Context: an optimization exercise on an open-source flow, tuned for small area. The choices shown serve that exercise and are no tape-out recipe. The RTL was checked by simulation tests, not by an equivalence proof against the original design. Power is estimated from default activity; no workload was simulated.

**design/flow/design.v**
```verilog
package bce_pkg;
    localparam int ROWS_W = 7;
    localparam int ACC_W  = 29;
    localparam int FR_W   = 21;
    function automatic logic frac_bit(input logic [4:0] mi, input logic [4:0] t);
        case ({mi, t})
            10'd512: frac_bit = 1'b1;
            10'd513: frac_bit = 1'b1;
            10'd523: frac_bit = 1'b1;
            10'd524: frac_bit = 1'b1;
            10'd525: frac_bit = 1'b1;
            10'd527: frac_bit = 1'b1;
            10'd529: frac_bit = 1'b1;
            10'd532: frac_bit = 1'b1;
            10'd256: frac_bit = 1'b1;
            10'd258: frac_bit = 1'b1;
            10'd259: frac_bit = 1'b1;
            10'd260: frac_bit = 1'b1;
            10'd261: frac_bit = 1'b1;
            10'd264: frac_bit = 1'b1;
            10'd266: frac_bit = 1'b1;
            10'd267: frac_bit = 1'b1;
            10'd270: frac_bit = 1'b1;
            10'd273: frac_bit = 1'b1;
            10'd275: frac_bit = 1'b1;
            10'd769: frac_bit = 1'b1;
            10'd771: frac_bit = 1'b1;
            10'd772: frac_bit = 1'b1;
            10'd774: frac_bit = 1'b1;
            10'd775: frac_bit = 1'b1;
            10'd776: frac_bit = 1'b1;
            10'd778: frac_bit = 1'b1;
            10'd780: frac_bit = 1'b1;
            10'd782: frac_bit = 1'b1;
            10'd783: frac_bit = 1'b1;
            10'd784: frac_bit = 1'b1;
            10'd787: frac_bit = 1'b1;
            10'd788: frac_bit = 1'b1;
            10'd131: frac_bit = 1'b1;
            10'd140: frac_bit = 1'b1;
            10'd141: frac_bit = 1'b1;
            10'd142: frac_bit = 1'b1;
            10'd144: frac_bit = 1'b1;
            10'd146: frac_bit = 1'b1;
            10'd385: frac_bit = 1'b1;
            10'd387: frac_bit = 1'b1;
            10'd389: frac_bit = 1'b1;
            10'd391: frac_bit = 1'b1;
            10'd392: frac_bit = 1'b1;
            10'd393: frac_bit = 1'b1;
            10'd396: frac_bit = 1'b1;
            10'd397: frac_bit = 1'b1;
            10'd399: frac_bit = 1'b1;
            10'd401: frac_bit = 1'b1;
            10'd402: frac_bit = 1'b1;
            10'd403: frac_bit = 1'b1;
            10'd640: frac_bit = 1'b1;
            10'd649: frac_bit = 1'b1;
            10'd651: frac_bit = 1'b1;
            10'd653: frac_bit = 1'b1;
            10'd654: frac_bit = 1'b1;
            10'd657: frac_bit = 1'b1;
            10'd658: frac_bit = 1'b1;
            10'd660: frac_bit = 1'b1;
            10'd896: frac_bit = 1'b1;
            10'd897: frac_bit = 1'b1;
            10'd898: frac_bit = 1'b1;
            10'd899: frac_bit = 1'b1;
            10'd900: frac_bit = 1'b1;
            10'd901: frac_bit = 1'b1;
            10'd904: frac_bit = 1'b1;
            10'd906: frac_bit = 1'b1;
            10'd912: frac_bit = 1'b1;
            10'd914: frac_bit = 1'b1;
            10'd915: frac_bit = 1'b1;
            10'd916: frac_bit = 1'b1;
            10'd71: frac_bit = 1'b1;
            10'd74: frac_bit = 1'b1;
            10'd75: frac_bit = 1'b1;
            10'd78: frac_bit = 1'b1;
            10'd79: frac_bit = 1'b1;
            10'd81: frac_bit = 1'b1;
            10'd193: frac_bit = 1'b1;
            10'd194: frac_bit = 1'b1;
            10'd200: frac_bit = 1'b1;
            10'd201: frac_bit = 1'b1;
            10'd202: frac_bit = 1'b1;
            10'd203: frac_bit = 1'b1;
            10'd205: frac_bit = 1'b1;
            10'd206: frac_bit = 1'b1;
            10'd207: frac_bit = 1'b1;
            10'd208: frac_bit = 1'b1;
            10'd209: frac_bit = 1'b1;
            10'd210: frac_bit = 1'b1;
            10'd322: frac_bit = 1'b1;
            10'd323: frac_bit = 1'b1;
            10'd324: frac_bit = 1'b1;
            10'd326: frac_bit = 1'b1;
            10'd327: frac_bit = 1'b1;
            10'd328: frac_bit = 1'b1;
            10'd330: frac_bit = 1'b1;
            10'd331: frac_bit = 1'b1;
            10'd335: frac_bit = 1'b1;
            10'd338: frac_bit = 1'b1;
            10'd339: frac_bit = 1'b1;
            10'd448: frac_bit = 1'b1;
            10'd450: frac_bit = 1'b1;
            10'd456: frac_bit = 1'b1;
            10'd462: frac_bit = 1'b1;
            10'd463: frac_bit = 1'b1;
            10'd468: frac_bit = 1'b1;
            10'd579: frac_bit = 1'b1;
            10'd580: frac_bit = 1'b1;
            10'd581: frac_bit = 1'b1;
            10'd582: frac_bit = 1'b1;
            10'd585: frac_bit = 1'b1;
            10'd587: frac_bit = 1'b1;
            10'd588: frac_bit = 1'b1;
            10'd591: frac_bit = 1'b1;
            10'd594: frac_bit = 1'b1;
            10'd596: frac_bit = 1'b1;
            10'd705: frac_bit = 1'b1;
            10'd707: frac_bit = 1'b1;
            10'd715: frac_bit = 1'b1;
            10'd717: frac_bit = 1'b1;
            10'd723: frac_bit = 1'b1;
            10'd724: frac_bit = 1'b1;
            10'd835: frac_bit = 1'b1;
            10'd836: frac_bit = 1'b1;
            10'd839: frac_bit = 1'b1;
            10'd842: frac_bit = 1'b1;
            10'd844: frac_bit = 1'b1;
            10'd845: frac_bit = 1'b1;
            10'd846: frac_bit = 1'b1;
            10'd848: frac_bit = 1'b1;
            10'd849: frac_bit = 1'b1;
            10'd851: frac_bit = 1'b1;
            10'd852: frac_bit = 1'b1;
            10'd963: frac_bit = 1'b1;
            10'd966: frac_bit = 1'b1;
            10'd967: frac_bit = 1'b1;
            10'd971: frac_bit = 1'b1;
            10'd975: frac_bit = 1'b1;
            10'd977: frac_bit = 1'b1;
            10'd978: frac_bit = 1'b1;
            10'd979: frac_bit = 1'b1;
            10'd980: frac_bit = 1'b1;
            10'd32: frac_bit = 1'b1;
            10'd34: frac_bit = 1'b1;
            10'd35: frac_bit = 1'b1;
            10'd37: frac_bit = 1'b1;
            10'd39: frac_bit = 1'b1;
            10'd40: frac_bit = 1'b1;
            10'd41: frac_bit = 1'b1;
            10'd43: frac_bit = 1'b1;
            10'd45: frac_bit = 1'b1;
            10'd46: frac_bit = 1'b1;
            10'd48: frac_bit = 1'b1;
            10'd96: frac_bit = 1'b1;
            10'd97: frac_bit = 1'b1;
            10'd98: frac_bit = 1'b1;
            10'd100: frac_bit = 1'b1;
            10'd104: frac_bit = 1'b1;
            10'd105: frac_bit = 1'b1;
            10'd109: frac_bit = 1'b1;
            10'd114: frac_bit = 1'b1;
            10'd160: frac_bit = 1'b1;
            10'd163: frac_bit = 1'b1;
            10'd164: frac_bit = 1'b1;
            10'd166: frac_bit = 1'b1;
            10'd167: frac_bit = 1'b1;
            10'd168: frac_bit = 1'b1;
            10'd169: frac_bit = 1'b1;
            10'd172: frac_bit = 1'b1;
            10'd173: frac_bit = 1'b1;
            10'd175: frac_bit = 1'b1;
            10'd177: frac_bit = 1'b1;
            10'd178: frac_bit = 1'b1;
            10'd226: frac_bit = 1'b1;
            10'd233: frac_bit = 1'b1;
            10'd237: frac_bit = 1'b1;
            10'd240: frac_bit = 1'b1;
            10'd243: frac_bit = 1'b1;
            10'd288: frac_bit = 1'b1;
            10'd292: frac_bit = 1'b1;
            10'd296: frac_bit = 1'b1;
            10'd300: frac_bit = 1'b1;
            10'd301: frac_bit = 1'b1;
            10'd302: frac_bit = 1'b1;
            10'd304: frac_bit = 1'b1;
            10'd305: frac_bit = 1'b1;
            10'd307: frac_bit = 1'b1;
            10'd352: frac_bit = 1'b1;
            10'd353: frac_bit = 1'b1;
            10'd354: frac_bit = 1'b1;
            10'd356: frac_bit = 1'b1;
            10'd357: frac_bit = 1'b1;
            10'd358: frac_bit = 1'b1;
            10'd359: frac_bit = 1'b1;
            10'd360: frac_bit = 1'b1;
            10'd361: frac_bit = 1'b1;
            10'd365: frac_bit = 1'b1;
            10'd367: frac_bit = 1'b1;
            10'd368: frac_bit = 1'b1;
            10'd370: frac_bit = 1'b1;
            10'd371: frac_bit = 1'b1;
            10'd418: frac_bit = 1'b1;
            10'd422: frac_bit = 1'b1;
            10'd424: frac_bit = 1'b1;
            10'd426: frac_bit = 1'b1;
            10'd427: frac_bit = 1'b1;
            10'd428: frac_bit = 1'b1;
            10'd429: frac_bit = 1'b1;
            10'd431: frac_bit = 1'b1;
            10'd432: frac_bit = 1'b1;
            10'd433: frac_bit = 1'b1;
            10'd434: frac_bit = 1'b1;
            10'd435: frac_bit = 1'b1;
            10'd480: frac_bit = 1'b1;
            10'd481: frac_bit = 1'b1;
            10'd484: frac_bit = 1'b1;
            10'd485: frac_bit = 1'b1;
            10'd488: frac_bit = 1'b1;
            10'd489: frac_bit = 1'b1;
            10'd490: frac_bit = 1'b1;
            10'd491: frac_bit = 1'b1;
            10'd492: frac_bit = 1'b1;
            10'd493: frac_bit = 1'b1;
            10'd495: frac_bit = 1'b1;
            10'd496: frac_bit = 1'b1;
            10'd500: frac_bit = 1'b1;
            10'd544: frac_bit = 1'b1;
            10'd546: frac_bit = 1'b1;
            10'd548: frac_bit = 1'b1;
            10'd549: frac_bit = 1'b1;
            10'd551: frac_bit = 1'b1;
            10'd552: frac_bit = 1'b1;
            10'd553: frac_bit = 1'b1;
            10'd555: frac_bit = 1'b1;
            10'd557: frac_bit = 1'b1;
            10'd559: frac_bit = 1'b1;
            10'd560: frac_bit = 1'b1;
            10'd561: frac_bit = 1'b1;
            10'd564: frac_bit = 1'b1;
            10'd609: frac_bit = 1'b1;
            10'd615: frac_bit = 1'b1;
            10'd618: frac_bit = 1'b1;
            10'd623: frac_bit = 1'b1;
            10'd624: frac_bit = 1'b1;
            10'd626: frac_bit = 1'b1;
            10'd628: frac_bit = 1'b1;
            10'd672: frac_bit = 1'b1;
            10'd677: frac_bit = 1'b1;
            10'd680: frac_bit = 1'b1;
            10'd681: frac_bit = 1'b1;
            10'd683: frac_bit = 1'b1;
            10'd686: frac_bit = 1'b1;
            10'd688: frac_bit = 1'b1;
            10'd689: frac_bit = 1'b1;
            10'd690: frac_bit = 1'b1;
            10'd692: frac_bit = 1'b1;
            10'd739: frac_bit = 1'b1;
            10'd741: frac_bit = 1'b1;
            10'd742: frac_bit = 1'b1;
            10'd743: frac_bit = 1'b1;
            10'd752: frac_bit = 1'b1;
            10'd755: frac_bit = 1'b1;
            10'd756: frac_bit = 1'b1;
            10'd803: frac_bit = 1'b1;
            10'd808: frac_bit = 1'b1;
            10'd809: frac_bit = 1'b1;
            10'd810: frac_bit = 1'b1;
            10'd813: frac_bit = 1'b1;
            10'd815: frac_bit = 1'b1;
            10'd817: frac_bit = 1'b1;
            10'd819: frac_bit = 1'b1;
            10'd820: frac_bit = 1'b1;
            10'd866: frac_bit = 1'b1;
            10'd867: frac_bit = 1'b1;
            10'd868: frac_bit = 1'b1;
            10'd871: frac_bit = 1'b1;
            10'd873: frac_bit = 1'b1;
            10'd874: frac_bit = 1'b1;
            10'd875: frac_bit = 1'b1;
            10'd876: frac_bit = 1'b1;
            10'd877: frac_bit = 1'b1;
            10'd882: frac_bit = 1'b1;
            10'd883: frac_bit = 1'b1;
            10'd884: frac_bit = 1'b1;
            10'd929: frac_bit = 1'b1;
            10'd931: frac_bit = 1'b1;
            10'd932: frac_bit = 1'b1;
            10'd935: frac_bit = 1'b1;
            10'd939: frac_bit = 1'b1;
            10'd942: frac_bit = 1'b1;
            10'd943: frac_bit = 1'b1;
            10'd944: frac_bit = 1'b1;
            10'd946: frac_bit = 1'b1;
            10'd947: frac_bit = 1'b1;
            10'd948: frac_bit = 1'b1;
            10'd992: frac_bit = 1'b1;
            10'd997: frac_bit = 1'b1;
            10'd998: frac_bit = 1'b1;
            10'd999: frac_bit = 1'b1;
            10'd1000: frac_bit = 1'b1;
            10'd1002: frac_bit = 1'b1;
            10'd1006: frac_bit = 1'b1;
            10'd1008: frac_bit = 1'b1;
            10'd1009: frac_bit = 1'b1;
            10'd1010: frac_bit = 1'b1;
            10'd1011: frac_bit = 1'b1;
            10'd1012: frac_bit = 1'b1;
            default: frac_bit = 1'b0;
        endcase
    endfunction
endpackage
module bce_engine (
    input  logic [6:0] i_x,
    input  logic [4:0] i_t,
    output logic       o_bit
);
    logic [2:0] e;      
    logic [4:0] mi;     
    logic       fbit;
    bce_frac_rom u_rom (.mi(mi), .t(i_t), .b(fbit));
    always_comb begin
        casez (i_x)
            7'b1??????: begin e = 3'd6; mi = i_x[5:1];          end
            7'b01?????: begin e = 3'd5; mi = i_x[4:0];          end
            7'b001????: begin e = 3'd4; mi = {i_x[3:0], 1'b0};  end
            7'b0001???: begin e = 3'd3; mi = {i_x[2:0], 2'b0};  end
            7'b00001??: begin e = 3'd2; mi = {i_x[1:0], 3'b0};  end
            7'b000001?: begin e = 3'd1; mi = {i_x[0], 4'b0};    end
            default:    begin e = 3'd0; mi = 5'd0;              end
        endcase
    end
    always_comb begin
        if (i_t < 5'(bce_pkg::FR_W)) begin
            o_bit = fbit;
        end else if (i_t < 5'(bce_pkg::FR_W + 3)) begin
            o_bit = e[i_t - 5'(bce_pkg::FR_W)];
        end else begin
            o_bit = 1'b0;
        end
    end
endmodule
module bce_frac_rom (
    input  logic [4:0] mi,
    input  logic [4:0] t,
    output logic       b
);
    logic new_n12, new_n13, new_n14, new_n15, new_n16, new_n17, new_n18, new_n19;
    logic new_n20, new_n21, new_n22, new_n23, new_n24, new_n25, new_n26, new_n27;
    logic new_n28, new_n29, new_n30, new_n31, new_n32, new_n33, new_n34, new_n35;
    logic new_n36, new_n37, new_n38, new_n39, new_n40, new_n41, new_n42, new_n43;
    logic new_n44, new_n45, new_n46, new_n47, new_n48, new_n49, new_n50, new_n51;
    logic new_n52, new_n53, new_n54, new_n55, new_n56, new_n57, new_n58, new_n59;
    logic new_n60, new_n61, new_n62, new_n63, new_n64, new_n65, new_n66, new_n67;
    logic new_n68, new_n69, new_n70, new_n71, new_n72, new_n73, new_n74, new_n75;
    logic new_n76, new_n77, new_n78, new_n79, new_n80, new_n81, new_n82, new_n83;
    logic new_n84, new_n85, new_n86, new_n87, new_n88, new_n89, new_n90, new_n91;
    logic new_n92, new_n93, new_n94, new_n95, new_n96, new_n97, new_n98, new_n99;
    logic new_n100, new_n101, new_n102, new_n103, new_n104, new_n105, new_n106, new_n107;
    logic new_n108, new_n109, new_n110, new_n111, new_n112, new_n113, new_n114, new_n115;
    logic new_n116, new_n117, new_n118, new_n119, new_n120, new_n121, new_n122, new_n123;
    logic new_n124, new_n125, new_n126, new_n127, new_n128, new_n129, new_n130, new_n131;
    logic new_n132, new_n133, new_n134, new_n135, new_n136, new_n137, new_n138, new_n139;
    logic new_n140, new_n141, new_n142, new_n143, new_n144, new_n145, new_n146, new_n147;
    logic new_n148, new_n149, new_n150, new_n151, new_n152, new_n153, new_n154, new_n155;
    logic new_n156, new_n157, new_n158, new_n159, new_n160, new_n161, new_n162, new_n163;
    logic new_n164, new_n165, new_n166, new_n167, new_n168, new_n169, new_n170, new_n171;
    logic new_n172, new_n173, new_n174, new_n175, new_n176, new_n177, new_n178, new_n179;
    logic new_n180, new_n181, new_n182, new_n183, new_n184, new_n185, new_n186, new_n187;
    logic new_n188, new_n189, new_n190, new_n191, new_n192, new_n193, new_n194, new_n195;
    logic new_n196, new_n197, new_n198, new_n199, new_n200, new_n201, new_n202, new_n203;
    logic new_n204, new_n205, new_n206, new_n207, new_n208, new_n209, new_n210, new_n211;
    logic new_n212, new_n213, new_n214, new_n215, new_n216, new_n217, new_n218, new_n219;
    logic new_n220, new_n221, new_n222, new_n223, new_n224, new_n225, new_n226, new_n227;
    logic new_n228, new_n229, new_n230, new_n231, new_n232, new_n233, new_n234, new_n235;
    logic new_n236, new_n237, new_n238, new_n239, new_n240, new_n241, new_n242, new_n243;
    logic new_n244, new_n245, new_n246, new_n247, new_n248, new_n249, new_n250, new_n251;
    assign new_n12 = ~mi[0]& t[4];
    assign new_n13 = mi[1]& ~new_n12;
    assign new_n14 = ~t[2]& ~t[3];
    assign new_n15 = t[4]& new_n14;
    assign new_n16 = ~mi[0]& ~t[1];
    assign new_n17 = new_n15 & ~new_n16;
    assign new_n18 = ~t[0]& new_n17;
    assign new_n19 = ~t[0]& new_n14;
    assign new_n20 = ~mi[0]& ~t[4];
    assign new_n21 = new_n19 & new_n20;
    assign new_n22 = ~t[1]& new_n21;
    assign new_n23 = ~t[2]& t[3];
    assign new_n24 = t[0]& new_n23;
    assign new_n25 = ~t[0]& t[2];
    assign new_n26 = t[1]& t[3];
    assign new_n27 = new_n25 & new_n26;
    assign new_n28 = ~new_n24 & ~new_n27;
    assign new_n29 = ~t[4]& ~new_n28;
    assign new_n30 = ~new_n22 & ~new_n29;
    assign new_n31 = ~new_n18 & new_n30;
    assign new_n32 = ~new_n13 & new_n31;
    assign new_n33 = t[1]& ~t[4];
    assign new_n34 = new_n19 & new_n33;
    assign new_n35 = t[0]& t[1];
    assign new_n36 = new_n14 & new_n35;
    assign new_n37 = ~mi[1]& ~new_n36;
    assign new_n38 = ~t[2]& ~t[4];
    assign new_n39 = t[0]& ~t[1];
    assign new_n40 = ~mi[0]& new_n39;
    assign new_n41 = ~new_n38 & new_n40;
    assign new_n42 = ~t[0]& new_n26;
    assign new_n43 = t[1]& ~t[2];
    assign new_n44 = ~new_n42 & new_n43;
    assign new_n45 = mi[0]& ~t[4];
    assign new_n46 = t[3]& ~new_n25;
    assign new_n47 = new_n45 & ~new_n46;
    assign new_n48 = ~new_n44 & ~new_n47;
    assign new_n49 = ~new_n41 & new_n48;
    assign new_n50 = new_n37 & ~new_n49;
    assign new_n51 = t[4]& ~new_n14;
    assign new_n52 = new_n32 & ~new_n51;
    assign new_n53 = ~new_n19 & new_n28;
    assign new_n54 = new_n45 & ~new_n53;
    assign new_n55 = ~t[3]& new_n33;
    assign new_n56 = ~new_n54 & ~new_n55;
    assign new_n57 = t[0]& ~new_n56;
    assign new_n58 = mi[0]& t[1];
    assign new_n59 = ~t[4]& ~new_n58;
    assign new_n60 = t[2]& t[3];
    assign new_n61 = new_n20 & new_n35;
    assign new_n62 = new_n60 & ~new_n61;
    assign new_n63 = new_n59 & new_n62;
    assign new_n64 = new_n38 & new_n42;
    assign new_n65 = ~t[0]& ~t[1];
    assign new_n66 = t[2]& ~t[3];
    assign new_n67 = new_n65 & new_n66;
    assign new_n68 = new_n14 & new_n58;
    assign new_n69 = ~new_n67 & ~new_n68;
    assign new_n70 = ~new_n64 & new_n69;
    assign new_n71 = ~new_n63 & new_n70;
    assign new_n72 = ~new_n57 & new_n71;
    assign new_n73 = ~new_n52 & new_n72;
    assign new_n74 = ~new_n50 & ~new_n73;
    assign new_n75 = t[0]& ~new_n32;
    assign new_n76 = t[1]& ~new_n75;
    assign new_n77 = new_n74 & new_n76;
    assign new_n78 = t[0]& ~new_n74;
    assign new_n79 = new_n15 & ~new_n78;
    assign new_n80 = ~new_n77 & new_n79;
    assign new_n81 = ~new_n34 & ~new_n80;
    assign new_n82 = ~new_n32 & ~new_n81;
    assign new_n83 = ~mi[0]& ~t[2];
    assign new_n84 = ~t[3]& ~new_n83;
    assign new_n85 = ~new_n46 & ~new_n84;
    assign new_n86 = ~new_n40 & ~new_n43;
    assign new_n87 = ~new_n85 & new_n86;
    assign new_n88 = mi[1]& ~new_n87;
    assign new_n89 = ~t[4]& ~new_n88;
    assign new_n90 = ~new_n82 & ~new_n89;
    assign new_n91 = t[2]& new_n16;
    assign new_n92 = ~new_n65 & ~new_n91;
    assign new_n93 = ~new_n60 & ~new_n92;
    assign new_n94 = mi[0]& ~t[1];
    assign new_n95 = new_n60 & new_n94;
    assign new_n96 = ~mi[1]& ~new_n27;
    assign new_n97 = ~new_n95 & new_n96;
    assign new_n98 = ~new_n93 & new_n97;
    assign new_n99 = ~new_n90 & ~new_n98;
    assign new_n100 = new_n15 & new_n88;
    assign new_n101 = new_n81 & new_n100;
    assign new_n102 = ~new_n99 & ~new_n101;
    assign new_n103 = ~t[2]& ~new_n102;
    assign new_n104 = new_n45 & new_n66;
    assign new_n105 = t[0]& new_n104;
    assign new_n106 = mi[0]& t[4];
    assign new_n107 = ~new_n37 & ~new_n106;
    assign new_n108 = ~new_n105 & ~new_n107;
    assign new_n109 = ~new_n54 & new_n108;
    assign new_n110 = ~mi[3]& ~new_n109;
    assign new_n111 = ~new_n103 & ~new_n110;
    assign new_n112 = new_n15 & new_n39;
    assign new_n113 = new_n38 & new_n94;
    assign new_n114 = ~new_n112 & ~new_n113;
    assign new_n115 = new_n20 & new_n26;
    assign new_n116 = new_n114 & ~new_n115;
    assign new_n117 = mi[1]& ~new_n61;
    assign new_n118 = ~new_n83 & ~new_n117;
    assign new_n119 = ~t[0]& ~t[3];
    assign new_n120 = t[1]& ~new_n23;
    assign new_n121 = new_n45 & ~new_n120;
    assign new_n122 = ~new_n68 & ~new_n121;
    assign new_n123 = new_n119 & ~new_n122;
    assign new_n124 = ~new_n118 & ~new_n123;
    assign new_n125 = new_n116 & new_n124;
    assign new_n126 = ~new_n111 & ~new_n125;
    assign new_n127 = t[3]& new_n39;
    assign new_n128 = ~mi[3]& ~new_n127;
    assign new_n129 = ~mi[1]& t[0];
    assign new_n130 = new_n15 & new_n129;
    assign new_n131 = new_n20 & new_n43;
    assign new_n132 = ~new_n130 & ~new_n131;
    assign new_n133 = new_n102 & new_n132;
    assign new_n134 = ~new_n128 & ~new_n133;
    assign new_n135 = ~mi[2]& ~new_n134;
    assign new_n136 = ~new_n126 & new_n135;
    assign new_n137 = new_n39 & ~new_n84;
    assign new_n138 = ~new_n23 & ~new_n26;
    assign new_n139 = ~mi[0]& ~new_n138;
    assign new_n140 = mi[1]& ~new_n139;
    assign new_n141 = ~new_n137 & new_n140;
    assign new_n142 = ~t[4]& ~new_n141;
    assign new_n143 = new_n81 & ~new_n142;
    assign new_n144 = t[4]& new_n65;
    assign new_n145 = ~new_n42 & ~new_n144;
    assign new_n146 = mi[0]& ~new_n145;
    assign new_n147 = ~mi[0]& ~new_n63;
    assign new_n148 = ~t[3]& new_n39;
    assign new_n149 = ~new_n43 & ~new_n148;
    assign new_n150 = ~new_n147 & new_n149;
    assign new_n151 = ~t[4]& ~new_n150;
    assign new_n152 = ~new_n146 & ~new_n151;
    assign new_n153 = new_n37 & ~new_n152;
    assign new_n154 = ~mi[3]& ~new_n153;
    assign new_n155 = ~new_n143 & new_n154;
    assign new_n156 = mi[1]& ~new_n144;
    assign new_n157 = ~new_n66 & ~new_n146;
    assign new_n158 = new_n33 & ~new_n157;
    assign new_n159 = t[0]& ~t[4];
    assign new_n160 = ~new_n20 & ~new_n159;
    assign new_n161 = ~new_n114 & new_n160;
    assign new_n162 = t[4]& new_n67;
    assign new_n163 = ~new_n161 & ~new_n162;
    assign new_n164 = ~new_n17 & ~new_n105;
    assign new_n165 = new_n117 & new_n164;
    assign new_n166 = new_n163 & new_n165;
    assign new_n167 = ~new_n158 & new_n166;
    assign new_n168 = ~new_n156 & ~new_n167;
    assign new_n169 = new_n38 & new_n65;
    assign new_n170 = ~new_n21 & ~new_n169;
    assign new_n171 = t[1]& new_n60;
    assign new_n172 = ~new_n160 & new_n171;
    assign new_n173 = ~new_n121 & ~new_n172;
    assign new_n174 = new_n170 & new_n173;
    assign new_n175 = ~new_n168 & new_n174;
    assign new_n176 = ~new_n47 & ~new_n113;
    assign new_n177 = t[0]& ~new_n176;
    assign new_n178 = ~mi[0]& new_n144;
    assign new_n179 = ~new_n51 & ~new_n178;
    assign new_n180 = ~new_n25 & ~new_n83;
    assign new_n181 = new_n26 & ~new_n180;
    assign new_n182 = new_n59 & new_n119;
    assign new_n183 = ~new_n181 & ~new_n182;
    assign new_n184 = new_n179 & new_n183;
    assign new_n185 = ~new_n177 & new_n184;
    assign new_n186 = ~mi[1]& ~new_n185;
    assign new_n187 = mi[3]& ~new_n186;
    assign new_n188 = ~new_n175 & new_n187;
    assign new_n189 = mi[2]& ~new_n188;
    assign new_n190 = ~new_n155 & new_n189;
    assign new_n191 = ~new_n136 & ~new_n190;
    assign new_n192 = ~mi[4]& ~new_n191;
    assign new_n193 = t[0]& ~new_n14;
    assign new_n194 = new_n20 & ~new_n23;
    assign new_n195 = ~new_n66 & new_n194;
    assign new_n196 = ~new_n17 & ~new_n104;
    assign new_n197 = ~new_n195 & new_n196;
    assign new_n198 = ~t[1]& ~new_n197;
    assign new_n199 = new_n193 & new_n198;
    assign new_n200 = mi[2]& ~new_n199;
    assign new_n201 = t[0]& new_n14;
    assign new_n202 = new_n116 & new_n201;
    assign new_n203 = t[1]& new_n104;
    assign new_n204 = ~new_n202 & ~new_n203;
    assign new_n205 = new_n200 & new_n204;
    assign new_n206 = ~t[2]& new_n42;
    assign new_n207 = ~new_n35 & ~new_n201;
    assign new_n208 = ~new_n43 & ~new_n207;
    assign new_n209 = ~new_n206 & ~new_n208;
    assign new_n210 = new_n45 & ~new_n209;
    assign new_n211 = ~new_n35 & ~new_n171;
    assign new_n212 = t[2]& ~new_n127;
    assign new_n213 = new_n211 & new_n212;
    assign new_n214 = ~new_n24 & ~new_n213;
    assign new_n215 = new_n20 & ~new_n214;
    assign new_n216 = t[3]& new_n61;
    assign new_n217 = ~mi[2]& ~new_n216;
    assign new_n218 = ~new_n18 & new_n217;
    assign new_n219 = ~new_n215 & new_n218;
    assign new_n220 = ~new_n210 & new_n219;
    assign new_n221 = ~new_n205 & ~new_n220;
    assign new_n222 = t[0]& new_n131;
    assign new_n223 = ~new_n168 & ~new_n222;
    assign new_n224 = ~new_n221 & new_n223;
    assign new_n225 = new_n31 & new_n200;
    assign new_n226 = ~new_n19 & ~new_n193;
    assign new_n227 = new_n45 & ~new_n226;
    assign new_n228 = new_n217 & ~new_n227;
    assign new_n229 = ~new_n198 & new_n228;
    assign new_n230 = ~new_n225 & ~new_n229;
    assign new_n231 = new_n163 & new_n168;
    assign new_n232 = ~new_n230 & new_n231;
    assign new_n233 = ~new_n224 & ~new_n232;
    assign new_n234 = ~mi[3]& ~new_n233;
    assign new_n235 = new_n20 & new_n211;
    assign new_n236 = ~new_n133 & new_n235;
    assign new_n237 = ~new_n38 & ~new_n39;
    assign new_n238 = ~new_n159 & ~new_n237;
    assign new_n239 = ~new_n14 & ~new_n67;
    assign new_n240 = ~new_n238 & ~new_n239;
    assign new_n241 = new_n45 & ~new_n211;
    assign new_n242 = ~mi[1]& ~new_n241;
    assign new_n243 = ~new_n240 & new_n242;
    assign new_n244 = ~new_n236 & new_n243;
    assign new_n245 = mi[2]& ~new_n167;
    assign new_n246 = ~new_n244 & new_n245;
    assign new_n247 = ~mi[2]& new_n74;
    assign new_n248 = mi[3]& ~new_n247;
    assign new_n249 = ~new_n246 & new_n248;
    assign new_n250 = ~new_n234 & ~new_n249;
    assign new_n251 = mi[4]& ~new_n250;
    assign b = ~new_n192 & ~new_n251;
endmodule
module binary_column_entropy_sum_core
#(
    parameter int MAX_ROWS    = 64,
    parameter int MAX_COLUMNS = 4096,
    parameter int FRAC_BITS   = 16
) (
    input  logic              i_clk,
    input  logic              i_rst_n,
    input  logic              i_cfg_we,
    input  logic [6:0]        i_cfg_wdata,
    input  logic              s_axis_tvalid,
    output logic              s_axis_tready,
    input  logic [63:0]       s_axis_tdata,
    input  logic              s_axis_tlast,
    output logic              m_axis_tvalid,
    input  logic              m_axis_tready,
    output logic [31:0]       m_axis_tdata,
    output logic              m_axis_tuser
);
    localparam logic [2:0] S_IDLE = 3'd0, S_COUNT = 3'd1, S_MAC = 3'd2, S_DIV = 3'd3,
                           S_ADD = 3'd4, S_FIX = 3'd5, S_OUT = 3'd6, S_CLR = 3'd7;
    logic [2:0]  r_st;
    logic [6:0]  r_rows;
    logic [63:0] r_sh;       
    logic [6:0]  r_m, r_k;
    logic [5:0]  r_cnt;
    logic [1:0]  r_ph;
    logic [8:0]  r_a;        
    logic [28:0] r_tot;
    logic        r_cy, r_nz, r_ovf, r_last;
    logic        idle;
    logic [6:0]  m_eff;
    logic [6:0]  x;
    logic        lbit;
    logic        bb;
    logic [8:0]  a_sum;
    logic        loop_wr, loop_bit;
    logic [6:0]  rem_t;
    logic [7:0]  rem_d;
    logic        q_bit;
    logic        add_b, add_s, add_c;
    logic        tot_en, tot_in;
    assign idle          = (r_st == S_IDLE);
    assign s_axis_tready = idle;
    assign m_axis_tvalid = (r_st == S_OUT);
    assign m_axis_tdata  = {3'b000, r_tot};
    assign m_axis_tuser  = r_ovf;
    assign m_eff = (r_rows == 7'd0) ? 7'd1 : (r_rows > 7'd64) ? 7'd64 : r_rows;
    assign x = (r_ph == 2'd0) ? r_m : (r_ph == 2'd1) ? r_k : (r_m - r_k);
    bce_engine u_log (
        .i_x   (x),
        .i_t   (r_cnt[4:0]),
        .o_bit (lbit)
    );
    assign bb    = lbit ^ (r_ph != 2'd0);
    assign a_sum = r_a + (bb ? {2'b00, x} : 9'd0);
    assign rem_t = {r_a[5:0], r_sh[0]};
    assign rem_d = {1'b0, rem_t} - {1'b0, r_m};
    assign q_bit = !rem_d[7];
    always_comb begin
        loop_wr  = 1'b0;
        loop_bit = r_sh[0];
        if (r_st == S_MAC && r_ph == 2'd2 && r_cnt >= 6'd4) begin
            loop_wr  = 1'b1;
            loop_bit = a_sum[0];
        end else if (r_st == S_DIV && r_k == 7'd24) begin
            loop_bit = q_bit;
        end
    end
    assign add_b = !(r_cnt[4] && r_cnt[3]) && r_sh[0];
    assign add_s = r_tot[0] ^ add_b ^ r_cy;
    assign add_c = (r_tot[0] & add_b) | (r_tot[0] & r_cy) | (add_b & r_cy);
    always_comb begin
        tot_en = 1'b0;
        tot_in = 1'b0;
        case (r_st)
            S_ADD: begin
                tot_en = (r_ph == 2'd2);
                tot_in = add_s;
            end
            S_FIX: begin
                tot_en = 1'b1;
                tot_in = r_tot[0] & !(r_ovf && r_cnt != 6'd28);
            end
            S_CLR: begin
                tot_en = 1'b1;
                tot_in = 1'b0;
            end
            default: ;
        endcase
    end
    always_ff @(posedge i_clk) begin
        if (!i_rst_n) begin
            r_rows <= 7'd64;
        end else if (i_cfg_we) begin
            r_rows <= i_cfg_wdata;
        end
    end
    always_ff @(posedge i_clk) begin
        if (idle) begin
            r_sh <= s_axis_tdata;
        end else begin
            r_sh[63:25] <= {1'b0, r_sh[63:26]};
            r_sh[23:0]  <= r_sh[24:1];
            r_sh[24]    <= (r_st == S_COUNT) ? r_sh[25] : loop_bit;
        end
    end
    always_ff @(posedge i_clk) begin
        if (tot_en) r_tot <= {tot_in, r_tot[28:1]};
    end
    always_ff @(posedge i_clk) begin
        if (!i_rst_n) begin
            r_st  <= S_CLR;
            r_cnt <= 6'd0;
        end else begin
            case (r_st)
                S_IDLE: begin
                    r_m    <= m_eff;
                    r_last <= s_axis_tlast;
                    r_k    <= 7'd0;
                    r_cnt  <= 6'd0;
                    if (s_axis_tvalid) r_st <= S_COUNT;
                end
                S_COUNT: begin
                    if ({1'b0, r_cnt} < r_m && r_sh[0]) r_k <= r_k + 7'd1;
                    r_cnt <= r_cnt + 6'd1;
                    r_ph  <= 2'd0;
                    r_a   <= {2'b00, r_m};
                    if (r_cnt == 6'd63) r_st <= S_MAC;
                end
                S_MAC: begin
                    if (r_ph == 2'd2) begin
                        r_ph  <= 2'd0;
                        r_a   <= a_sum >> 1;
                        r_cnt <= r_cnt + 6'd1;
                        if (r_cnt == 6'd28) begin
                            r_a   <= 9'd0;
                            r_cnt <= 6'd4;
                            r_k   <= 7'd0;
                            r_st  <= S_DIV;
                        end
                    end else begin
                        r_ph <= r_ph + 2'd1;
                        r_a  <= a_sum;
                    end
                end
                S_DIV: begin
                    r_k <= r_k + 7'd1;
                    if (r_k == 7'd24) begin
                        r_k      <= 7'd3;
                        r_a[5:0] <= q_bit ? rem_d[5:0] : rem_t[5:0];
                        r_cnt    <= r_cnt + 6'd1;
                        if (r_cnt == 6'd28) begin
                            r_cy  <= q_bit;
                            r_nz  <= 1'b0;
                            r_ph  <= 2'd0;
                            r_cnt <= 6'd0;
                            r_st  <= S_ADD;
                        end
                    end
                end
                S_ADD: begin
                    r_ph <= (r_ph == 2'd2) ? 2'd0 : r_ph + 2'd1;
                    if (r_ph == 2'd2) begin
                        r_cy  <= add_c;
                        r_nz  <= r_nz | add_s;
                        r_cnt <= r_cnt + 6'd1;
                        if (r_cnt == 6'd28) begin
                            if (add_s && r_nz) r_ovf <= 1'b1;
                            r_cnt <= 6'd0;
                            r_st  <= S_FIX;
                        end
                    end
                end
                S_FIX: begin
                    r_cnt <= r_cnt + 6'd1;
                    if (r_cnt == 6'd28) begin
                        r_cnt <= 6'd0;
                        r_st  <= r_last ? S_OUT : S_IDLE;
                    end
                end
                S_OUT: begin
                    if (m_axis_tready) r_st <= S_CLR;
                end
                default: begin  
                    r_cnt <= r_cnt + 6'd1;
                    r_ovf <= 1'b0;
                    if (r_cnt == 6'd28) begin
                        r_cnt <= 6'd0;
                        r_st  <= S_IDLE;
                    end
                end
            endcase
        end
    end
endmodule
```
**design/flow/flow/run.sh**
```bash
#!/bin/bash
# Own layout flow: the standard layout (standard.sh: the standard synthesis, floorplan,
# power grid, placement, CTS, routing) with two changes:
#  - the port buffers that global placement inserts are buf_1 instead of the cell that
#    buffer_ports picks by default (each port still gets its own buffer);
#  - clock tree synthesis uses clkbuf_8 and inserts no dummy loads.
# The make output goes to standard_flow.log; each ORFS step logs under orfs/logs/.
set -euo pipefail
export BUFFER_PORTS_ARGS="-buffer_cell sky130_fd_sc_hd__buf_1"
export CTS_ARGS="-sink_clustering_enable -repair_clock_nets -buf_list sky130_fd_sc_hd__clkbuf_8 -dont_use_dummy_load${CTS_EXTRA:+ $CTS_EXTRA}"
bash standard.sh > standard_flow.log 2>&1
```
**design/flow/standard.sh**
```bash
#!/bin/bash
# synth_recipe.tcl (not shown) runs the flow's synth.tcl, then flattens the netlist and writes it again
# the make line also repeats each setting of config.mk as NAME=value (left out here)
make -C /OpenROAD-flow-scripts/flow DESIGN_CONFIG=/design/flow/config.mk WORK_HOME=/design/flow/orfs CLKGATE_MAP_FILE= SYNTH_SCRIPT=/design/flow/synth_recipe.tcl "${@:-finish}"
```
**design/flow/config.mk**
```make
export PLATFORM = sky130hd
export DESIGN_NAME = binary_column_entropy_sum_core
export DESIGN_NICKNAME = binary_column_entropy_sum_core
export VERILOG_FILES = /design/flow/design.v
export SDC_FILE = /design/flow/constraint.sdc
export NUM_CORES = 4
export LEC_CHECK = 0
export ABC_AREA = 1
export CAP_MARGIN = 20
export CORE_MARGIN = 2
export CORE_UTILIZATION = 45
export CTS_BUF_LIST = sky130_fd_sc_hd__clkbuf_8
export PLACE_DENSITY = 0.6
export SLEW_MARGIN = 20
```
**design/flow/constraint.sdc**
```tcl
create_clock -name core_clock -period 11.0 [get_ports {i_clk}]
set_input_delay 2.2000 -clock core_clock [delete_from_list [all_inputs] [get_ports {i_clk}]]
set_output_delay 2.2000 -clock core_clock [all_outputs]
set_load 0.01 [all_outputs]
```
==> results of run 1 <==
==> logic make-up (layout without fill, tap and decap cells) <==
| kind of cell | count (synthesis) | in the layout |
|---|---|---|
| AND/OR/NAND/NOR | 524 | 524 |
| flip-flops | 138 | 138 |
| other | 1 | 3 |
| AO/OA/AOI/OAI | 157 | 157 |
| XOR/XNOR | 16 | 16 |
| buffers and inverters | 152 | 250 |
| adder cells (fa/ha/maj) | 40 | 40 |
==> flip-flops by register name, summed over array words and instances, names as in the netlist, 2 cells and up <==
name	count
r_ph	2
r_m	7
r_k	7
r_st	3
r_tot	29
r_sh	64
r_a	9
r_cnt	6
r_rows	7
==> worst paths after layout <==
path,from,endpoint,slack (ns),cells after the start
max,r_m[0],r_a[5],4.83,46
min,r_sh[32],r_sh[31],0.40,2
max reg2reg,r_m[0],r_a[5],4.83,46
min reg2reg,r_sh[32],r_sh[31],0.40,2
==> per-stage QoR <==
stage / hold slack [ns] / utilization, % / setup WS (ns) / cell area (µm²)
floorplan: 0.396 / - / 5.70 / 7760
global placement: 0.398 / 49.9 / 4.93 / 8340
detailed placement: 0.404 / 49.9 / 4.91 / 8340
CTS: 0.411 / 51.3 / 4.87 / 8580
global route: 0.430 / 51.3 / 4.30 / 8580
finish: 0.405 / 51.3 / 4.83 / 8580
==> cells in the mapped netlist (2+ instances only) <==
| master | instances |
|---|---|
| sky130_fd_sc_hd__dfxtp_1 | 80 |
| sky130_fd_sc_hd__nand3_2 | 6 |
| sky130_fd_sc_hd__o22ai_1 | 5 |
| sky130_fd_sc_hd__nand3_1 | 37 |
| sky130_fd_sc_hd__nor4_1 | 2 |
| sky130_fd_sc_hd__nand2_1 | 336 |
| sky130_fd_sc_hd__clkinv_1 | 2 |
| sky130_fd_sc_hd__buf_2 | 5 |
| sky130_fd_sc_hd__a21oi_1 | 58 |
| sky130_fd_sc_hd__a221oi_1 | 2 |
| sky130_fd_sc_hd__or2_2 | 4 |
| sky130_fd_sc_hd__buf_4 | 3 |
| sky130_fd_sc_hd__inv_2 | 7 |
| sky130_fd_sc_hd__and2_1 | 4 |
| sky130_fd_sc_hd__a211oi_1 | 2 |
| sky130_fd_sc_hd__nor2_4 | 2 |
| sky130_fd_sc_hd__o21ai_0 | 54 |
| sky130_fd_sc_hd__ha_1 | 36 |
| sky130_fd_sc_hd__xor2_1 | 10 |
| sky130_fd_sc_hd__xnor2_1 | 6 |
| sky130_fd_sc_hd__o211ai_1 | 13 |
| sky130_fd_sc_hd__fa_1 | 4 |
| sky130_fd_sc_hd__edfxtp_1 | 58 |
| sky130_fd_sc_hd__o21ai_1 | 3 |
| sky130_fd_sc_hd__nand2_2 | 6 |
| sky130_fd_sc_hd__clkbuf_1 | 23 |
| sky130_fd_sc_hd__o21bai_1 | 2 |
| sky130_fd_sc_hd__nor2_1 | 85 |
| sky130_fd_sc_hd__inv_1 | 110 |
| sky130_fd_sc_hd__nand2_4 | 5 |
| sky130_fd_sc_hd__o2111ai_1 | 2 |
| sky130_fd_sc_hd__a31oi_1 | 5 |
| sky130_fd_sc_hd__nor3_1 | 12 |
| sky130_fd_sc_hd__nand4_1 | 12 |
| sky130_fd_sc_hd__nor2_2 | 9 |
==> power groups by stage <==
| stage | sequential, mW | combinational, mW | clock (mW) |
|---|---|---|---|
| 3_3_place_gp | 0.698 | 0.475 | 0 |
| 2_1_floorplan | 0.705 | 0.302 | 0 |
| 5_1_grt | 0.698 | 0.530 | 0.322 |
| 3_5_place_dp | 0.698 | 0.465 | 0 |
| 4_1_cts | 0.689 | 0.469 | 0.301 |
| 6_report | 0.688 | 0.474 | 0.288 |
==> worst max-delay path, delay by kind of cell, from the launching register on <==
kind	cells	cell delay (ns)
adders and majority gates	4	1.16
buffers and inverters	3	0.24
AOI/OAI and AO/OA	3	0.62
DFF	1	0.44
and+or+nand+nor	36	3.44
==> final cells by class <==
type,count,share of cell area [%]
clock buffer,17,2.73
timing repair buffer,114,5.25
inverter,119,5.21
sequential,138,39.0
tap,220,3.21
multi-input combinational,740,44.6
==> routing by layer <==
metal | global-route usage (%) | part of all wire (%) | wire (µm)
met5 | 0 | 0 | 0
met4 | 6.94 | 1.9 | 384
met2 | 34.2 | 44 | 8690
met3 | 6.77 | 7.7 | 1520
met1 | 31.0 | 47 | 9260
==> PnR_summary.wiki, run 1 <==
{| class="wikitable"
! Metric !! Value
|-
| Run status || timing/DRC/antenna clean
|-
| Critical path data required time || 11.15 ns
|-
| Number of resized instances in the post-cts repair step || 0
|-
| Vias in the first global route || 6571
|-
| Setup Viol. Count Final || 0
|-
| Number of clock buffers inserted by TritonCTS || 17
|-
| Dominant combinational cell family by area after synthesis || simple AND/OR/NAND/NOR gates
|-
| CTS Buffer Depth || 2
|-
| Setup TNS || 0 ns
|-
| Largest clock skew in the final design || 0.0334 ns
|-
| Area fraction in compound gates after synthesis || between 10% and 20%
|-
| Async SR Flop Fraction || 0%
|-
| Wire length of the first global-routing pass || 32700 µm
|-
| Buffers inserted by post-CTS timing repair || 0
|-
| Sequential Power Share || 47.5%
|-
| Final period utilization || 56.1%
|-
| Pint || about 0.9 mW
|-
| Via count of the routed design || approximately 7000
|-
| Relative contribution of combinational cells to total power || about a third
|-
| Vias per cell || 5.17
|-
| CTS tree || built
|-
| Height of the chip || 135 µm
|-
| Routed length per placed instance || 14.7 µm
|-
| Core Area || between 15000 and 20000 µm²
|-
| Share of post-route cells with drive strength above 1 || 6.12%
|-
| Cell repeated most along the worst path || sky130_fd_sc_hd__nand2_1
|-
| Final Critical Period || 6.17 ns
|-
| Antenna Cells || 0
|-
| Transition time at the pin with the least slew margin || between 1 and 1.5 ns
|-
| Standard cell with the maximum stage delay on the critical path || sky130_fd_sc_hd__edfxtp_1
|-
| Gate count of the mapped netlist || 1028
|-
| Share of power burned in the clock network || 19.9%
|-
| Horizontal extent of the die || approximately 140 µm
|-
| Pin count of the biggest net entering global routing || 68
|-
| Sequential cell area fraction in the yosys report || 43.1%
|-
| Worst endpoint data arrival time || 6.32 ns
|-
| Cells after DPL || 1331
|-
| Storage element area || 3340 µm²
|-
| Later-pin clock latency in the skew report || about 0.43 ns
|-
| Dominant cells by area after synthesis || sky130_fd_sc_hd__edfxtp_1 (22%), sky130_fd_sc_hd__dfxtp_1 (21%), sky130_fd_sc_hd__nand2_1 (16%)
|-
| Area used by multi-input combinational logic || 3830 µm²
|-
| CTS root buf || sky130_fd_sc_hd__clkbuf_8
|-
| Hold buffers post-CTS || 0
|-
| Worst IR Drop VDD || 144 µV
|-
| Count of different cell masters after synthesis || 53
|-
| Cell type contributing the most total cell area after synthesis || sky130_fd_sc_hd__edfxtp_1
|-
| Overflow left after global routing || 0
|-
| Prevailing post-synth register cell || sky130_fd_sc_hd__dfxtp_1
|-
| Number of hold violations in the final report || 0
|-
| Most frequent cells in the layout || sky130_fd_sc_hd__nand2_1 (336), sky130_fd_sc_hd__inv_1 (109), sky130_fd_sc_hd__buf_1 (108), sky130_fd_sc_hd__nor2_1 (83), sky130_fd_sc_hd__dfxtp_1 (80)
|-
| Path type of the worst min-delay path || reg2reg
|-
| Number of flops mapped to enable cells by yosys || 58
|-
| Area of the mapped netlist || between 7000 and 8000 µm²
|-
| Synthesized-area fraction occupied by xor and xnor cells || 1.81%
|-
| Unrepaired setup endpoints after global routing || false
|-
| Maximum fanout encountered on the critical timing path || 9
|-
| Number of iterations in the first detailed-routing pass || 5
|-
| Clock sink total || 138
|-
| Synth warnings || 2
|-
| Number of max-capacitance violations reported || 0
|-
| Total global routing track utilization || 22.5%
|-
| Post-route ant nets || 0
|-
| Final Max Slew Viols || 0
|-
| Number of nets at the end of the flow || 1247
|-
| Initial core utilization || 46.4%
|-
| Switch Pwr || 0.527 mW
|-
| Final WL || 19900 µm
|-
| Syn Area/Cell || 7.54 µm²
|-
| Overall Power || ~1.5 mW
|-
| Number of antenna violations at the first check in global routing || 0
|-
| Boundary pin count || 112
|-
| Drc violations || 0
|-
| Top achievable clock speed || 162 MHz
|-
| Post-route insts no fill || 1348
|-
| Clock transition at the registers of the reported paths || 0.06 ns
|-
| Power Dens Cells || 169 nW/µm²
|-
| Fill cell count || 1701
|-
| Share of synthesized cell area in full adder, half adder and majority cells || 6.85%
|-
| Share of synthesized cell area in and, or, nand and nor gates || 28.8%
|-
| Slew headroom || 31.2%
|-
| CP endpoint kind || flop
|-
| Estimated wirelength of the detail-placed design || 15000 µm
|-
| Final RePlAce weighted congestion || between 0.9 and 1
|-
| FP Rows || 47
|-
| Count of routing violations after the opening detailed-route iteration || 571
|-
| Number of register bits inferred by synthesis || 138
|-
| Kind of critical path || reg2reg
|-
| H-tree levels || 4
|-
| Area enclosed by the die boundary || around 18000 µm²
|-
| Port Buffers || 108
|-
| Static leakage || 3.91 nW
|-
| Maximum cell stage delay along the critical path || 0.44 ns
|-
| Nature of the critical path startpoint || flop
|-
| Area share of the leading cell type in the synthesized netlist || around 22%
|-
| Proportion of total power due to net switching || 36.4%
|-
| Most common cell after layout, fill and taps aside || sky130_fd_sc_hd__nand2_1
|-
| Area growth syn-to-layout || 10.7%
|-
| Mux share of post-synthesis cell area || 0%
|}
==> run 2: changes to the inputs <==
--- a/design/flow/flow/run.sh
+++ b/design/flow/flow/run.sh
@@ -7,5 +7,5 @@
 # The make output goes to standard_flow.log; each ORFS step logs under orfs/logs/.
 set -euo pipefail
 export BUFFER_PORTS_ARGS="-buffer_cell sky130_fd_sc_hd__buf_1"
-export CTS_ARGS="-sink_clustering_enable -repair_clock_nets -buf_list sky130_fd_sc_hd__clkbuf_8 -dont_use_dummy_load${CTS_EXTRA:+ $CTS_EXTRA}"
+export CTS_ARGS="-sink_clustering_enable -repair_clock_nets -buf_list sky130_fd_sc_hd__clkbuf_8 -dont_use_dummy_load -sink_clustering_size 30"
 bash standard.sh > standard_flow.log 2>&1
==> PnR_summary.wiki, run 2 <==
{| class="wikitable"
! Metric !! Value
|-
| Initial core utilization || 46.4% (unchanged)
|-
| Area of the mapped netlist || 7750 µm² (unchanged)
|-
| Cell type contributing the most total cell area after synthesis || sky130_fd_sc_hd__edfxtp_1
|-
| Clock sink total || 138 (unchanged)
|-
| Number of flops mapped to enable cells by yosys || 58 (unchanged)
|-
| Number of resized instances in the post-cts repair step || 0 (unchanged)
|-
| Pin count of the biggest net entering global routing || 68 (unchanged)
|-
| Vias per cell || 5.17 (unchanged)
|-
| Top achievable clock speed || 162 MHz (unchanged)
|-
| Number of register bits inferred by synthesis || 138 (unchanged)
|-
| FP Rows || 47 (unchanged)
|-
| Later-pin clock latency in the skew report || 0.43 ns (about the same)
|-
| Grt peak-use layer || met2
|-
| H-tree levels || 4 (unchanged)
|-
| Commonest cells post-synth || sky130_fd_sc_hd__nand2_1 (336), sky130_fd_sc_hd__inv_1 (110), sky130_fd_sc_hd__nor2_1 (85)
|-
| Cell repeated most along the worst path || sky130_fd_sc_hd__nand2_1
|-
| Async SR Flop Fraction || 0% (unchanged)
|-
| Dominant cells by area after synthesis || sky130_fd_sc_hd__edfxtp_1 (22%), sky130_fd_sc_hd__dfxtp_1 (21%), sky130_fd_sc_hd__nand2_1 (16%)
|-
| Most frequent cells in the layout || sky130_fd_sc_hd__nand2_1 (336), sky130_fd_sc_hd__inv_1 (109), sky130_fd_sc_hd__buf_1 (108), sky130_fd_sc_hd__nor2_1 (83), sky130_fd_sc_hd__dfxtp_1 (80)
|-
| Overflow left after global routing || 0 (unchanged)
|-
| Count of different cell masters after synthesis || 53 (unchanged)
|-
| Core Area || 16700 µm² (unchanged)
|-
| Power Dens Cells || 169 nW/µm² (unchanged)
|-
| Synth warnings || 2 (unchanged)
|-
| Final RePlAce weighted congestion || 0.989 (unchanged)
|-
| Path depth of the worst reg2reg path || 46 (unchanged)
|-
| Final period utilization || 56.1% (unchanged)
|-
| Register with the highest flop count || r_sh
|-
| Share of post-route cells with drive strength above 1 || 6.12% (unchanged)
|-
| Height of the chip || 135 µm (unchanged)
|-
| Most numerous cell in the Yosys netlist || sky130_fd_sc_hd__nand2_1
|-
| Buffers inserted by post-CTS timing repair || 0 (unchanged)
|-
| Number of max-capacitance violations reported || 0 (unchanged)
|-
| Sequential cell area fraction in the yosys report || 43.1% (unchanged)
|-
| Setup TNS || 0 ns (unchanged)
|-
| Number of iterations in the first detailed-routing pass || 5 (unchanged)
|-
| Global routing usage on met1 || 31.0% (unchanged)
|-
| Routed length per placed instance || 14.7 µm (unchanged)
|-
| Overall Power || 1.45 mW (unchanged)
|-
| Max FFs per register || 64 (unchanged)
|-
| Met2 track utilization from global routing || 34.2% (unchanged)
|-
| Critical path data required time || 11.15 ns (about the same)
|-
| Final Critical Period || 6.17 ns (unchanged)
|-
| CTS Buffer Depth || 2 (unchanged)
|-
| Estimated wirelength of the detail-placed design || 15000 µm (unchanged)
|-
| Number of clock buffers inserted by TritonCTS || 17 (unchanged)
|-
| Antenna Cells || 0 (unchanged)
|-
| Final Max Slew Viols || 0 (unchanged)
|-
| Area enclosed by the die boundary || 18300 µm² (unchanged)
|-
| Worst endpoint data arrival time || 6.32 ns (about the same)
|-
| Setup Viol. Count Final || 0 (unchanged)
|-
| Slew headroom || 31.2% (unchanged)
|-
| Vias in the first global route || 6571 (unchanged)
|-
| Hold buffers post-CTS || 0 (unchanged)
|-
| Largest clock skew in the final design || 0.0334 ns (unchanged)
|-
| CTS root buf || sky130_fd_sc_hd__clkbuf_8
|-
| Number of hold violations in the final report || 0 (unchanged)
|-
| Wire length of the first global-routing pass || 32700 µm (unchanged)
|-
| Unrepaired setup endpoints after global routing || false
|-
| Worst IR Drop VDD || 144 µV (unchanged)
|-
| Gate count of the mapped netlist || 1028 (unchanged)
|-
| Standard cell with the maximum stage delay on the critical path || sky130_fd_sc_hd__edfxtp_1
|-
| Maximum cell stage delay along the critical path || 0.44 ns (about the same)
|-
| Prevailing post-synth register cell || sky130_fd_sc_hd__dfxtp_1
|-
| Clock transition at the registers of the reported paths || 0.06 ns (about the same)
|-
| CP endpoint kind || flop
|-
| Port Buffers || 108 (unchanged)
|-
| Most common cell after layout, fill and taps aside || sky130_fd_sc_hd__nand2_1
|-
| Horizontal extent of the die || 135 µm (unchanged)
|-
| Path type of the worst min-delay path || reg2reg
|-
| Number of cells on the worst hold path || 2 (unchanged)
|-
| Total global routing track utilization || 22.5% (unchanged)
|-
| Placed Instance Area || 8340 µm² (unchanged)
|-
| CTS tree || built
|-
| Static leakage || 3.91 nW (unchanged)
|-
| Met3 Track Usage GR || 6.77% (unchanged)
|-
| Largest regs || r_sh (64), r_tot (29), r_a (9)
|-
| Via count of the routed design || 6968 (unchanged)
|-
| Post-route ant nets || 0 (unchanged)
|-
| Count of routing violations after the opening detailed-route iteration || 571 (unchanged)
|-
| Drc violations || 0 (unchanged)
|-
| Maximum fanout encountered on the critical timing path || 9 (unchanged)
|-
| Area share of the leading cell type in the synthesized netlist || 22.5% (unchanged)
|-
| Final WL || 19900 µm (unchanged)
|-
| Number of antenna violations at the first check in global routing || 0 (unchanged)
|-
| Kind of critical path || reg2reg
|-
| Run status || timing/DRC/antenna clean
|-
| Area growth syn-to-layout || 10.7% (unchanged)
|-
| Number of nets at the end of the flow || 1247 (unchanged)
|-
| Syn Area/Cell || 7.54 µm² (unchanged)
|-
| Transition time at the pin with the least slew margin || 1.02 ns (unchanged)
|-
| Boundary pin count || 112 (unchanged)
|-
| Final design area excluding fillers || 8580 µm² (unchanged)
|-
| Nature of the critical path startpoint || flop
|}
run 2: final cells by class:
| type | count | area (µm²) |
|---|---|---|
| tap | 220 | 275 |
| fill | 1701 | 8130 |
| sequential | 138 | 3340 |
| timing repair buffer | 114 | 450 |
| clock buffer | 17 | 234 |
| inverter | 119 | 447 |
| multi-input combinational | 740 | 3830 |
run 2: metrics by stage:
step / util (%) / setup WS, ns / hold WS (ns) / cells
after floorplan: - / 5.70 / 0.396 / 1030
after global placement: 49.9 / 4.93 / 0.398 / 1331
after detailed placement: 49.9 / 4.91 / 0.404 / 1331
after CTS: 51.3 / 4.87 / 0.411 / 1348
after global routing: 51.3 / 4.30 / 0.430 / 1348
final: 51.3 / 4.83 / 0.405 / 1348
run 2: cells by family (layout without fill, tap and decap cells):
family,count (synthesis),in the layout,share of synthesized area (%)
XOR/XNOR,16,16,1.81
flip-flops,138,138,43.1
adder cells (fa/ha/maj),40,40,6.85
AND/OR/NAND/NOR,524,524,28.8
AO/OA/AOI/OAI,157,157,11.7
buffers and inverters,152,250,7.73
other,1,3,0.0484
run 2: worst paths after layout:
| kind | start | to | slack [ns] |
|---|---|---|---|
| max reg2reg | r_m[0] | r_a[5] | 4.83 |
| max | r_m[0] | r_a[5] | 4.83 |
| min reg2reg | r_sh[32] | r_sh[31] | 0.40 |
| min | r_sh[32] | r_sh[31] | 0.40 |
run 2: power by group:
group | total [mW] | leakage [nW] | internal, mW | switching (mW)
sequential | 0.688 | 1.24 | 0.635 | 0.0534
clock | 0.288 | 0.122 | 0.136 | 0.152
combinational | 0.474 | 2.54 | 0.152 | 0.322
run 2: worst max-delay path, delay by kind of cell (launching register included):
kind / cells / cell delay [ns]
AND/OR/NAND/NOR: 36 / 3.44
adder cells (fa/ha/maj): 4 / 1.16
AO/OA/AOI/OAI: 3 / 0.62
flip-flops: 1 / 0.44
buffers and inverters: 3 / 0.24
run 2: routing by layer:
metal  up-vias  share of wire (%)
met5         -                  0
met4         0                1.9
met3        40                7.7
met2       288                 44
met1      3102                 47
li1       3538                  -
==> run 3: changes to the inputs <==
--- a/design/flow/flow/run.sh
+++ b/design/flow/flow/run.sh
@@ -7,5 +7,5 @@
 # The make output goes to standard_flow.log; each ORFS step logs under orfs/logs/.
 set -euo pipefail
 export BUFFER_PORTS_ARGS="-buffer_cell sky130_fd_sc_hd__buf_1"
-export CTS_ARGS="-sink_clustering_enable -repair_clock_nets -buf_list sky130_fd_sc_hd__clkbuf_8 -dont_use_dummy_load -sink_clustering_size 30"
+export CTS_ARGS="-sink_clustering_enable -repair_clock_nets -buf_list sky130_fd_sc_hd__clkbuf_16 -dont_use_dummy_load -sink_clustering_size 40 -sink_clustering_max_diameter 300"
 bash standard.sh > standard_flow.log 2>&1
==> PnR_summary.wiki, run 3 <==
{| class="wikitable"
! Metric !! Value
|-
| Number of flops mapped to enable cells by yosys || 58 (unchanged)
|-
| Cells after DPL || 1331 (unchanged)
|-
| Number of hold violations in the final report || 0 (unchanged)
|-
| Max FFs per register || 64 (unchanged)
|-
| Share of post-route cells with drive strength above 1 || 6.12% (unchanged)
|-
| Most common cell after layout, fill and taps aside || sky130_fd_sc_hd__nand2_1
|-
| Slew headroom || 29.9% (-1.4 points)
|-
| Async SR Flop Fraction || 0% (unchanged)
|-
| Boundary pin count || 112 (unchanged)
|-
| Final RePlAce weighted congestion || 0.989 (unchanged)
|-
| Setup Viol. Count Final || 0 (unchanged)
|-
| Worst hold margin || 0.409 ns (+0.00450 ns)
|-
| Total global routing track utilization || 22.7% (+0.22 points)
|-
| Area of the mapped netlist || 7750 µm² (unchanged)
|-
| Final Max Slew Viols || 0 (unchanged)
|-
| Post-route ant nets || 0 (unchanged)
|-
| Top achievable clock speed || 162 MHz (-0.13%)
|-
| Cell type contributing the most total cell area after synthesis || sky130_fd_sc_hd__edfxtp_1
|-
| Maximum cell stage delay along the critical path || 0.44 ns (about the same)
|-
| Wire length of the first global-routing pass || 32900 µm (+0.57%)
|-
| Worst IR Drop VDD || 157 µV (+9.2%)
|-
| Routed length per placed instance || 14.8 µm (+0.46%)
|-
| Clock sink total || 138 (unchanged)
|-
| Nature of the critical path startpoint || flop
|-
| Storage element area || 3340 µm² (unchanged)
|-
| Run status || timing/DRC/antenna clean
|-
| Largest regs || r_sh (64), r_tot (29), r_a (9)
|-
| CP endpoint kind || flop
|-
| Fill cell count || 1668 (-1.9%)
|-
| Pin count of the biggest net entering global routing || 68 (unchanged)
|-
| Dominant cells by area after synthesis || sky130_fd_sc_hd__edfxtp_1 (22%), sky130_fd_sc_hd__dfxtp_1 (21%), sky130_fd_sc_hd__nand2_1 (16%)
|-
| Power Dens Cells || 183 nW/µm² (+8.3%)
|-
| FP Rows || 47 (unchanged)
|-
| Sequential cell area fraction in the yosys report || 43.1% (unchanged)
|-
| Area share of the leading cell type in the synthesized netlist || 22.5% (unchanged)
|-
| Area growth syn-to-layout || 13.1%
|-
| Synth warnings || 2 (unchanged)
|-
| Count of different cell masters after synthesis || 53 (unchanged)
|-
| Transition time at the pin with the least slew margin || 1.04 ns (+0.0205 ns)
|-
| Final WL || 20000 µm (+0.46%)
|-
| Standard cell with the maximum stage delay on the critical path || sky130_fd_sc_hd__edfxtp_1
|-
| Antenna Cells || 0 (unchanged)
|-
| CTS tree || built
|-
| Most numerous cell in the Yosys netlist || sky130_fd_sc_hd__nand2_1
|-
| Buffers inserted by post-CTS timing repair || 0 (unchanged)
|-
| Prevailing post-synth register cell || sky130_fd_sc_hd__dfxtp_1
|-
| Number of iterations in the first detailed-routing pass || 5 (unchanged)
|-
| Drc violations || 0 (unchanged)
|-
| Number of register bits inferred by synthesis || 138 (unchanged)
|-
| Cell repeated most along the worst path || sky130_fd_sc_hd__nand2_1
|-
| Area used by multi-input combinational logic || 3830 µm² (unchanged)
|-
| Syn Area/Cell || 7.54 µm² (unchanged)
|-
| Count of routing violations after the opening detailed-route iteration || 720 (+26%)
|-
| Register with the highest flop count || r_sh
|-
| Largest clock skew in the final design || 0.0227 ns (-0.0106 ns)
|-
| Final period utilization || 56.2% (+0.074 points)
|-
| Static leakage || 4.00 nW (+2.2%)
|-
| Kind of critical path || reg2reg
|-
| Port Buffers || 108 (unchanged)
|-
| Number of nets at the end of the flow || 1247 (unchanged)
|-
| CTS Buffer Depth || 2 (unchanged)
|-
| Critical path data required time || 11.14 ns (about the same)
|-
| Commonest cells post-synth || sky130_fd_sc_hd__nand2_1 (336), sky130_fd_sc_hd__inv_1 (110), sky130_fd_sc_hd__nor2_1 (85)
|-
| Number of antenna violations at the first check in global routing || 0 (unchanged)
|-
| Via count of the routed design || 6944 (-0.34%)
|-
| Number of resized instances in the post-cts repair step || 0 (unchanged)
|-
| Setup TNS || 0 ns (unchanged)
|-
| Height of the chip || 135 µm (unchanged)
|-
| Initial core utilization || 46.4% (unchanged)
|-
| Hold buffers post-CTS || 0 (unchanged)
|-
| CTS root buf || sky130_fd_sc_hd__clkbuf_16
|-
| Post-route insts no fill || 1348 (unchanged)
|-
| Most frequent cells in the layout || sky130_fd_sc_hd__nand2_1 (336), sky130_fd_sc_hd__inv_1 (109), sky130_fd_sc_hd__buf_1 (108), sky130_fd_sc_hd__nor2_1 (83), sky130_fd_sc_hd__dfxtp_1 (80)
|-
| Number of max-capacitance violations reported || 0 (unchanged)
|-
| Gate count of the mapped netlist || 1028 (unchanged)
|-
| Number of clock buffers inserted by TritonCTS || 17 (unchanged)
|-
| Worst endpoint data arrival time || 6.32 ns (about the same)
|-
| Clock transition at the registers of the reported paths || 0.05 ns (about the same)
|-
| Horizontal extent of the die || 135 µm (unchanged)
|-
| Vias per cell || 5.15 (-0.34%)
|-
| Area enclosed by the die boundary || 18300 µm² (unchanged)
|-
| Core Area || 16700 µm² (unchanged)
|-
| Final Critical Period || 6.18 ns (+0.00818 ns)
|-
| Later-pin clock latency in the skew report || 0.42 ns (about the same)
|-
| Unrepaired setup endpoints after global routing || false
|-
| Maximum fanout encountered on the critical timing path || 9 (unchanged)
|-
| Estimated wirelength of the detail-placed design || 15000 µm (unchanged)
|-
| Path type of the worst min-delay path || reg2reg
|-
| H-tree levels || 4 (unchanged)
|-
| Overflow left after global routing || 0 (unchanged)
|-
| Vias in the first global route || 6616 (+0.68%)
|}
run 3: cell count changes in the layout (fill, tap and decap cells not counted):
cell and change:
sky130_fd_sc_hd__clkbuf_16 +17, sky130_fd_sc_hd__clkbuf_8 -17
run 3: power by group:
group / total (mW) / switching, mW / internal [mW]
Combinational: 0.474 / 0.322 / 0.152
Sequential: 0.690 / 0.0539 / 0.636
Clock: 0.441 / 0.175 / 0.266
Total: 1.61 / 0.551 / 1.05
run 3: cell families after synthesis:
group,after synthesis,share of synthesized area (%)
other cells,1,0.0484
simple gates,524,28.8
buf+inv,152,7.73
xor+xnor,16,1.81
flops,138,43.1
fa+ha+maj,40,6.85
compound gates,157,11.7
run 3: final timing paths:
check / endpoint / cells after the start / slack, ns / start
worst max register to register: r_a[5] / 46 / 4.82 / r_m[0]
worst max-delay path: r_a[5] / 46 / 4.82 / r_m[0]
worst min register to register: r_sh[31] / 2 / 0.41 / r_sh[32]
worst min-delay path: r_sh[31] / 2 / 0.41 / r_sh[32]
run 3: critical path, delay by kind of cell (launching register included):
kind | cells | cell delay, ns
buffers and inverters | 3 | 0.24
AO/OA/AOI/OAI | 3 | 0.62
adder cells (fa/ha/maj) | 4 | 1.16
flip-flops | 1 | 0.44
AND/OR/NAND/NOR | 36 | 3.46
run 3: routing by layer:
layer / vias up / wire [µm] / global-route usage [%]
met5: - / 0 / 0
met4: 0 / 403 / 7.47
met3: 46 / 1490 / 6.73
met2: 273 / 8680 / 34.4
met1: 3085 / 9370 / 31.3
li1: 3540 / - / -
run 3: cell type report:
type / count / share of cell area, %
Multi-Input combinational cell: 740 / 43.6
Sequential cell: 138 / 38.1
Timing Repair Buffer: 114 / 5.14
Inverter: 119 / 5.09
Clock buffer: 17 / 4.85
Tap cell: 220 / 3.14
run 3: metrics by stage:
stage	power, mW	worst slack [ns]	cell area (µm²)	util, %
CTS	1.61	4.88	8770	52.5
floorplan	1.01	5.70	7760	-
detailed placement	1.16	4.91	8340	49.9
finish	1.61	4.82	8770	52.5
global placement	1.17	4.93	8340	49.9
global route	1.70	4.31	8770	52.5

==> separate check: timing with driven ports <==
In the flow no input, the clock included, has a driving cell. The finished layouts below were timed again as built, in two steps. Step 1 (the two cells are an assumption about what drives the block):
set clk [get_ports {i_clk}]
set_driving_cell -lib_cell sky130_fd_sc_hd__clkbuf_16 $clk
set_driving_cell -lib_cell sky130_fd_sc_hd__buf_2 [delete_from_list [all_inputs] $clk]
Step 2 moves the port delays by t, midway between the first and last clock arrival at a register: inputs arrive t later, outputs are due t later. That takes back most of the time a late clock gives input paths. Slacks: ideal / step 1 / step 2; pairs: ideal / step 1.
| run | shift t [ns] | setup slack, ns | latest minus earliest clock arrival (ns) | worst data-port slew with drivers (ns) | pins driven straight from the clock port |
|---|---|---|---|---|---|
| run 1 | 0.452 | 4.829 / 4.829 / 4.829 | 0.034 / 0.033 | 0.06 | 1 |
| run 2 | 0.452 | 4.829 / 4.829 / 4.829 | 0.034 / 0.033 | 0.06 | 1 |
| run 3 | 0.448 | 4.821 / 4.821 / 4.821 | 0.028 / 0.028 | 0.05 | 1 |
After both steps every run listed still meets setup and hold.
